From an optimization exercise on the open Yosys and OpenROAD flow, aimed at small area and a short achievable clock period; shortcuts taken in it are not production practice. The RTL was checked by simulation tests, not by an equivalence proof against the original design. No activity file was given, so power comes from the tool's default toggle rates.

==> design.v <==
package ternary_pkg;
    localparam int compute_slices = 2;
    localparam int slice_bits = (compute_slices > 1) ? $clog2(compute_slices) : 1;
    localparam int lanes_per_byte = 5;
    localparam int array_rows = lanes_per_byte * compute_slices;
    localparam int acc_count = array_rows * compute_slices;
    localparam int acc_width = 17;
    localparam int byte_width = 8;
    localparam int result_shift = 8;
    localparam int max_weight_code = 242;
    typedef logic signed [acc_width-1:0] acc_t;
    typedef logic [lanes_per_byte-1:0] lane_mask_t;
    typedef logic [array_rows-1:0] row_mask_t;
    typedef logic [compute_slices*byte_width-1:0] frame_t;
    typedef logic [slice_bits-1:0] slice_t;
endpackage
`timescale 1ns/1ps
module weight_unpacker (
    input  logic [ternary_pkg::byte_width-1:0] packed_weights,
    output ternary_pkg::lane_mask_t            weight_zero,
    output ternary_pkg::lane_mask_t            weight_sign
);
    always_comb begin
        logic [ternary_pkg::byte_width-1:0] remainder;
        logic [1:0]                         digit;
        remainder = packed_weights;
        digit = 2'd0;
        weight_zero = '0;
        weight_sign = '0;
        for (int k = 0; k < ternary_pkg::lanes_per_byte; k++) begin
            digit = 2'(remainder % 8'd3);
            remainder = remainder / 8'd3;
            weight_zero[ternary_pkg::lanes_per_byte-1-k] = (digit == 2'd0);
            weight_sign[ternary_pkg::lanes_per_byte-1-k] = (digit == 2'd2);
        end
        if (packed_weights > ternary_pkg::max_weight_code) begin
            weight_zero = '0;
            weight_sign = '0;
        end
    end
endmodule
`timescale 1ns/1ps
module input_stager (
    input  logic                               clk,
    input  logic                               reset,
    input  logic                               compute,
    input  ternary_pkg::lane_mask_t            weight_zero,
    input  ternary_pkg::lane_mask_t            weight_sign,
    input  logic [ternary_pkg::byte_width-1:0] activation,
    output ternary_pkg::row_mask_t             row_zero,
    output ternary_pkg::row_mask_t             row_sign,
    output ternary_pkg::frame_t                frame,
    output ternary_pkg::slice_t                slice
);
    ternary_pkg::row_mask_t next_zero;
    ternary_pkg::row_mask_t next_sign;
    ternary_pkg::frame_t    next_frame;
    logic slice_last;
    assign slice_last = (slice == ternary_pkg::slice_t'(ternary_pkg::compute_slices - 1));
    always_ff @(posedge clk) begin
        if (reset || !compute || slice_last) begin
            slice <= '0;
        end else begin
            slice <= slice + 1'b1;
        end
    end
    always_ff @(posedge clk) begin
        if (reset) begin
            next_zero  <= '0;
            next_sign  <= '0;
            next_frame <= '0;
        end else begin
            next_zero[slice*ternary_pkg::lanes_per_byte +: ternary_pkg::lanes_per_byte]
                <= weight_zero;
            next_sign[slice*ternary_pkg::lanes_per_byte +: ternary_pkg::lanes_per_byte]
                <= weight_sign;
            next_frame[slice*ternary_pkg::byte_width +: ternary_pkg::byte_width]
                <= activation;
        end
    end
    always_ff @(posedge clk) begin
        if (slice == '0) begin
            row_zero <= next_zero;
            row_sign <= next_sign;
            frame    <= next_frame;
        end
    end
endmodule
`timescale 1ns/1ps
module mac_array (
    input  logic                   clk,
    input  logic                   reset,
    input  logic                   compute,
    input  ternary_pkg::row_mask_t row_zero,
    input  ternary_pkg::row_mask_t row_sign,
    input  ternary_pkg::frame_t    frame,
    input  ternary_pkg::slice_t    slice,
    output ternary_pkg::acc_t [ternary_pkg::acc_count-1:0] acc_next
);
    ternary_pkg::acc_t acc_q [ternary_pkg::acc_count];
    logic [ternary_pkg::byte_width-1:0] act_byte;
    ternary_pkg::acc_t addend;
    assign act_byte = frame[slice*ternary_pkg::byte_width +: ternary_pkg::byte_width];
    assign addend = {{(ternary_pkg::acc_width - ternary_pkg::byte_width)
                      {act_byte[ternary_pkg::byte_width-1]}}, act_byte};
    for (genvar r = 0; r < ternary_pkg::array_rows; r++) begin : g_row
        ternary_pkg::acc_t head;
        ternary_pkg::acc_t head_sum;
        assign head = acc_q[r*ternary_pkg::compute_slices];
        always_comb begin
            if (row_zero[r]) begin
                head_sum = head;
            end else if (row_sign[r]) begin
                head_sum = head - addend;
            end else begin
                head_sum = head + addend;
            end
        end
        assign acc_next[r*ternary_pkg::compute_slices + ternary_pkg::compute_slices - 1] =
            head_sum;
        for (genvar c = 0; c < ternary_pkg::compute_slices - 1; c++) begin : g_col
            assign acc_next[r*ternary_pkg::compute_slices + c] =
                acc_q[r*ternary_pkg::compute_slices + c + 1];
        end
    end
    always_ff @(posedge clk) begin
        for (int n = 0; n < ternary_pkg::acc_count; n++) begin
            if (reset || !compute) begin
                acc_q[n] <= '0;
            end else begin
                acc_q[n] <= acc_next[n];
            end
        end
    end
endmodule
`timescale 1ns/1ps
module readout_queue (
    input  logic                               clk,
    input  logic                               reset,
    input  logic                               compute,
    input  ternary_pkg::acc_t [ternary_pkg::acc_count-1:0] acc_next,
    output logic [ternary_pkg::byte_width-1:0] result_out
);
    ternary_pkg::acc_t queue_q [ternary_pkg::acc_count];
    always_ff @(posedge clk) begin
        if (reset) begin
            for (int n = 0; n < ternary_pkg::acc_count; n++) begin
                queue_q[n] <= '0;
            end
        end else if (!compute) begin
            for (int n = 0; n < ternary_pkg::acc_count; n++) begin
                queue_q[n] <= acc_next[n];
            end
        end else begin
            for (int n = 0; n < ternary_pkg::acc_count - 1; n++) begin
                queue_q[n] <= queue_q[n+1];
            end
        end
    end
    assign result_out = queue_q[0][ternary_pkg::result_shift +: ternary_pkg::byte_width];
endmodule
`timescale 1ns/1ps
module ternary_matmul_top (
    input  logic                               clk,
    input  logic                               reset,
    input  logic [ternary_pkg::byte_width-1:0] weights_in,
    input  logic [ternary_pkg::byte_width-1:0] activations_in,
    input  logic                               compute,
    output logic [ternary_pkg::byte_width-1:0] result_out
);
    ternary_pkg::lane_mask_t weight_zero;
    ternary_pkg::lane_mask_t weight_sign;
    ternary_pkg::row_mask_t row_zero;
    ternary_pkg::row_mask_t row_sign;
    ternary_pkg::frame_t    frame;
    ternary_pkg::slice_t    slice;
    ternary_pkg::acc_t [ternary_pkg::acc_count-1:0] acc_next;
    weight_unpacker u_weight_unpacker (
        .packed_weights (weights_in),
        .weight_zero    (weight_zero),
        .weight_sign    (weight_sign)
    );
    input_stager u_input_stager (
        .clk         (clk),
        .reset       (reset),
        .compute     (compute),
        .weight_zero (weight_zero),
        .weight_sign (weight_sign),
        .activation  (activations_in),
        .row_zero    (row_zero),
        .row_sign    (row_sign),
        .frame       (frame),
        .slice       (slice)
    );
    mac_array u_mac_array (
        .clk      (clk),
        .reset    (reset),
        .compute  (compute),
        .row_zero (row_zero),
        .row_sign (row_sign),
        .frame    (frame),
        .slice    (slice),
        .acc_next (acc_next)
    );
    readout_queue u_readout_queue (
        .clk        (clk),
        .reset      (reset),
        .compute    (compute),
        .acc_next   (acc_next),
        .result_out (result_out)
    );
endmodule
==> config.mk <==
export PLATFORM = sky130hd
export DESIGN_NAME = ternary_matmul_top
export DESIGN_NICKNAME = ternary_matmul_top
export VERILOG_FILES = /design/flow/design.v
export SDC_FILE = /design/flow/constraint.sdc
export NUM_CORES = 4
export LEC_CHECK = 0
export CAP_MARGIN = 20
export CORE_MARGIN = 2
export CORE_UTILIZATION = 40
export SLEW_MARGIN = 20
==> run.sh <==
#!/bin/bash
# synth_recipe.tcl (not shown) runs the flow's synth.tcl, then flattens the netlist and writes it again
# the make line also repeats each setting of config.mk as NAME=value (left out here)
make -C /OpenROAD-flow-scripts/flow DESIGN_CONFIG=/design/flow/config.mk WORK_HOME=/design/flow/orfs CLKGATE_MAP_FILE= SYNTH_SCRIPT=/design/flow/synth_recipe.tcl finish
==> constraint.sdc <==
create_clock -name core_clock -period 14.0 [get_ports {clk}]
set_input_delay 2.8000 -clock core_clock [delete_from_list [all_inputs] [get_ports {clk}]]
set_output_delay 2.8000 -clock core_clock [all_outputs]
set_load 0.01 [all_outputs]
==> impl_metrics.json <==
{
  "status": "timing/DRC/antenna clean",
  "nets": 3449,
  "area_delta_synth_final_pct": 11.85,
  "switching_fraction_of_total_power": 0.3424,
  "final_hold_vios": 0,
  "postSynth.asyncResetShare": 0,
  "drv_slew": 0,
  "synth-edff-count": 36,
  "slew_headroom": 0.3258,
  "routability_congestion_estimate_from_global_placement": 0.8381,
  "hold-path-cell-count": 1,
  "power.internal_mw": 3.458,
  "grt_pass1_vias": 20840,
  "classification_of_the_worst_setup_path": "in2reg",
  "wl_per_cell_um": 15.19,
  "core-area_um2": 70030,
  "hp-start": "u_mac_array.acc_q[9][2]",
  "timing.max_cap.violations": 0,
  "antenna_cells_inserted": 0,
  "multi_input_comb_area_um2": 15660,
  "vdd.ir_drop.worst_mv": 0.1201,
  "buffers_and_inverters_on_the_worst_path": 5,
  "final_setup_violations": 0,
  "timing.final.crit_period_ns": 13.31,
  "gr-usage-all-layers": 0.1749,
  "power.static_leakage_nw": 13.42,
  "netlist_top_cells_area": "sky130_fd_sc_hd__dfxtp_1 (37%), sky130_fd_sc_hd__ha_1 (7.7%), sky130_fd_sc_hd__nor2_1 (6.8%)",
  "synthDominantAreaCellType": "sky130_fd_sc_hd__dfxtp_1",
  "die_width_um": 269.9,
  "clockRootBuffer": "sky130_fd_sc_hd__clkbuf_16",
  "cp.required_ns": 14.55,
  "vias": 21890,
  "synth.cell_area_um2": 28270,
  "fin_setup_tns_ns": 0,
  "critPathTopFamily": "simple AND/OR/NAND/NOR gates",
  "die_area_um2": 72820,
  "arrival_ns": 13.86,
  "std_cell_rows": 97,
  "wirelength_mm": 64.36,
  "p_per_area_nw_per_um2": 166.3,
  "worstPathMaxFanout": 10,
  "vert_die_dim_um": 269.9,
  "cts.path.max_buffers": 3,
  "reg2reg_from": "u_input_stager.slice",
  "critical_path.slowest_cell": "sky130_fd_sc_hd__or4_4",
  "i_o_pin_count": 27,
  "cp_slowest_stage_delay_ns": 0.57,
  "endpoint_type_of_the_worst_setup_path": "flop",
  "layout_commonest_cell": "sky130_fd_sc_hd__dfxtp_1",
  "yosysWarningCount": 6,
  "io_buffers": 26,
  "area.sequential_um2": 11430,
  "ant_nets": 0,
  "synth-seq-area-share": 0.4043,
  "sequentialPowerShare": 0.355,
  "antenna_found_initial": 1,
  "synthDistinctLibCells": 95,
  "initial_utilization": 0.4037,
  "ys_ff_latch": 553,
  "crit_path_frequent_cell": "sky130_fd_sc_hd__ha_2",
  "synth.avg_cell_area_um2": 8.609,
  "power.switching_mw": 1.800,
  "drt_iter0_markers": 1122,
  "via_density": 5.168,
  "rr_endpoint": "u_readout_queue.queue_q[17][14]",
  "final.fill_count": 6848,
  "syn-num-nets": 3487,
  "clock_latency_ns": 0.64,
  "clock_tree_from_tritoncts": "built",
  "rr_worst_depth": 20,
  "clock.fmax_mhz": 75.14,
  "pwr-share-comb": 0.342,
  "share_of_post_route_cells_with_drive_strength_above_1": 0.07797,
  "crit_path_start_kind": "input port",
  "worstMarginPinSlew_ns": 1.010,
  "drt_drc_violations_left": 0,
  "place_hpwl_mm": 42.28,
  "grt_first_pass_wirelength_mm": 106.3,
  "setup.reg_to_reg.worst_slack_ns": 7.27,
  "clk_transition_reported_paths_ns": 0.06,
  "first_pass_iters": 5,
  "final_cell_mix": "sky130_fd_sc_hd__dfxtp_1 (516), sky130_fd_sc_hd__nor2_1 (507), sky130_fd_sc_hd__a21oi_1 (281)",
  "clkPwrFrac": 0.303,
  "largest_net_degree_at_the_start_of_global_routing": 106,
  "worstHoldEndpoint": "u_mac_array.acc_q[8][2]",
  "holdWs_ns": 0.4083,
  "ys_flop_type": "sky130_fd_sc_hd__dfxtp_1",
  "synthesis.instances": 3284,
  "cts_htree_levels": 2,
  "fin_skew_ns": 0.02738,
  "yosys.area.top_type_share": 0.3661,
  "cts_num_sinks": 553,
  "worstHoldPathType": "reg2reg",
  "grt_overflow": 0,
  "cts_hold_buffers": 0,
  "final.period_utilization": 0.9505,
  "numCtsBuffers": 60
}
## power groups by stage
stage          clock (mW)  sequential [mW]  combinational (mW)
2_1_floorplan           0             1.84                1.44
3_3_place_gp            0             1.90                1.76
3_5_place_dp            0             1.90                1.77
4_1_cts              1.64             1.87                1.78
5_1_grt              1.70             1.89                2.04
6_report             1.60             1.87                1.80
## metal layers
metal / track usage / vias to the layer above / wire length (um)
met4: 0.04415 / 0 / 1330
met3: 0.02560 / 88 / 2287
met2: 0.3029 / 297 / 30120
li1: - / 11300 / -
met1: 0.2279 / 10210 / 30620
met5: 0 / - / 0
## through the flow
stage               area [um2]  power [mW]  cells  setup slack (ns)    util
floorplan                28380       3.287   3284           0.01613       -
global placement         29550       3.658   4119           0.08781  0.4219
detailed placement       29550       3.673   4119           -0.1391  0.4219
CTS                      31550       5.290   4231            0.5278  0.4505
global route             31620       5.635   4236         -0.003634  0.4516
finish                   31620       5.258   4236            0.6924  0.4516
## worst max path at each step
stage | start | cells past startpoint | slack [ns] | endpoint
after global placement | weights_in[7] | 57 | 0.09 | flop
after floorplan | weights_in[6] | 63 | 0.02 | flop
after CTS | weights_in[6] | 59 | 0.53 | flop
final | weights_in[7] | 56 | 0.69 | flop
after detailed placement | weights_in[6] | 59 | -0.14 | flop
after global routing | weights_in[7] | 57 | -0.004 | flop
## logic make-up (layout without fill, tap and decap cells)
| family | after synthesis | count (layout) | synth area share |
|---|---|---|---|
| flops | 553 | 553 | 0.4043 |
| fa+ha+maj | 184 | 184 | 0.08409 |
| buf+inv | 346 | 358 | 0.04744 |
| mux | 144 | 144 | 0.05107 |
| xor+xnor | 128 | 128 | 0.03992 |
| compound gates | 771 | 771 | 0.1753 |
| simple gates | 1158 | 1158 | 0.1978 |
## worst register-to-register path, cell delays in order, from the launching register on
cell and delay [ns]:
sky130_fd_sc_hd__dfxtp_2 0.50, sky130_fd_sc_hd__buf_4 0.55, sky130_fd_sc_hd__mux2i_1 0.26, sky130_fd_sc_hd__buf_4 0.25, sky130_fd_sc_hd__ha_1 0.62, sky130_fd_sc_hd__and3_1 0.82, sky130_fd_sc_hd__and3_1 0.88, sky130_fd_sc_hd__nand2_1 0.11
sky130_fd_sc_hd__nand2_1 0.09, sky130_fd_sc_hd__buf_4 0.26, sky130_fd_sc_hd__nor2_1 0.15, sky130_fd_sc_hd__a21oi_1 0.16, sky130_fd_sc_hd__ha_1 0.26, sky130_fd_sc_hd__o21a_1 0.13, sky130_fd_sc_hd__o21a_1 0.18, sky130_fd_sc_hd__o21a_1 0.18
sky130_fd_sc_hd__o21a_1 0.19, sky130_fd_sc_hd__o21a_1 0.20, sky130_fd_sc_hd__or4_1 0.45, sky130_fd_sc_hd__and3_1 0.19, sky130_fd_sc_hd__a211oi_1 0.21
## cell usage after synthesis, types with 8 or more instances
cell,number
sky130_fd_sc_hd__a211oi_1,79
sky130_fd_sc_hd__a21o_1,71
sky130_fd_sc_hd__a21oi_1,283
sky130_fd_sc_hd__a31oi_1,13
sky130_fd_sc_hd__and2_1,180
sky130_fd_sc_hd__and3_1,43
sky130_fd_sc_hd__buf_1,24
sky130_fd_sc_hd__clkbuf_1,159
sky130_fd_sc_hd__dfxtp_1,517
sky130_fd_sc_hd__edfxtp_1,36
sky130_fd_sc_hd__fa_1,10
sky130_fd_sc_hd__ha_1,174
sky130_fd_sc_hd__inv_1,139
sky130_fd_sc_hd__mux2i_1,142
sky130_fd_sc_hd__nand2_1,165
sky130_fd_sc_hd__nand2b_1,19
sky130_fd_sc_hd__nand3_1,18
sky130_fd_sc_hd__nand4_1,8
sky130_fd_sc_hd__nor2_1,511
sky130_fd_sc_hd__nor2b_1,23
sky130_fd_sc_hd__nor3_1,87
sky130_fd_sc_hd__nor3b_1,20
sky130_fd_sc_hd__nor4b_1,9
sky130_fd_sc_hd__o211ai_1,29
sky130_fd_sc_hd__o21a_1,63
sky130_fd_sc_hd__o21ai_0,124
sky130_fd_sc_hd__o311ai_0,11
sky130_fd_sc_hd__o31ai_1,18
sky130_fd_sc_hd__or2_2,14
sky130_fd_sc_hd__or4_1,11
sky130_fd_sc_hd__xnor2_1,62
sky130_fd_sc_hd__xor2_1,65
## repair_timing
item	in CTS	in global routing
endpoints found under the setup margin	0	4
resized for setup	0	11
buffers inserted	0	5
## flip-flops by register name (all words and copies together) (netlist names), named ones only
signal / flops
u_input_stager.frame: 16
u_mac_array.acc_q: 320
u_input_stager.row_zero: 10
u_input_stager.slice: 1
u_input_stager.row_sign: 10
u_readout_queue.queue_q: 160
## area by class of cell
cell class              instances  area share
inverters                     150     0.01792
multi-input cells            2385      0.4951
clock buffers                  87     0.05385
clock inverters                25    0.009338
repair buffers                 96     0.02505
flip-flops and latches        553      0.3615
well taps                     940     0.03719

-- re-timing with driven ports --
How much do the figures lean on ideal ports? The routed layout below was timed once more, with nothing changed but the port constraints. Step 1 (the two cells are an assumption about what drives the block):
set clk [get_ports {clk}]
set_driving_cell -lib_cell sky130_fd_sc_hd__clkbuf_16 $clk
set_driving_cell -lib_cell sky130_fd_sc_hd__buf_2 [delete_from_list [all_inputs] $clk]
Step 2 adds t to the input delays and takes it off the output delays; t is the mean of the earliest and latest rising clock arrival at the registers after step 1. Input paths then give back, and output paths get back, about the clock's delay inside the block. a / b / c = ideal / step 1 / step 2; a / b = the first two.
t, ns: 0.690
slack for setup (ns): 0.692 / 0.728 / 0.038
hold slack, ns: 0.408 / 0.408 / 0.408
worst register clock-pin slew, ns: 0.06 / 0.06
worst data-port slew with drivers (ns): 0.07
After both steps this run still meets setup and hold. For this run, drivers alone change the setup slack by +0.036 ns; drivers and shift together by -0.654 ns.
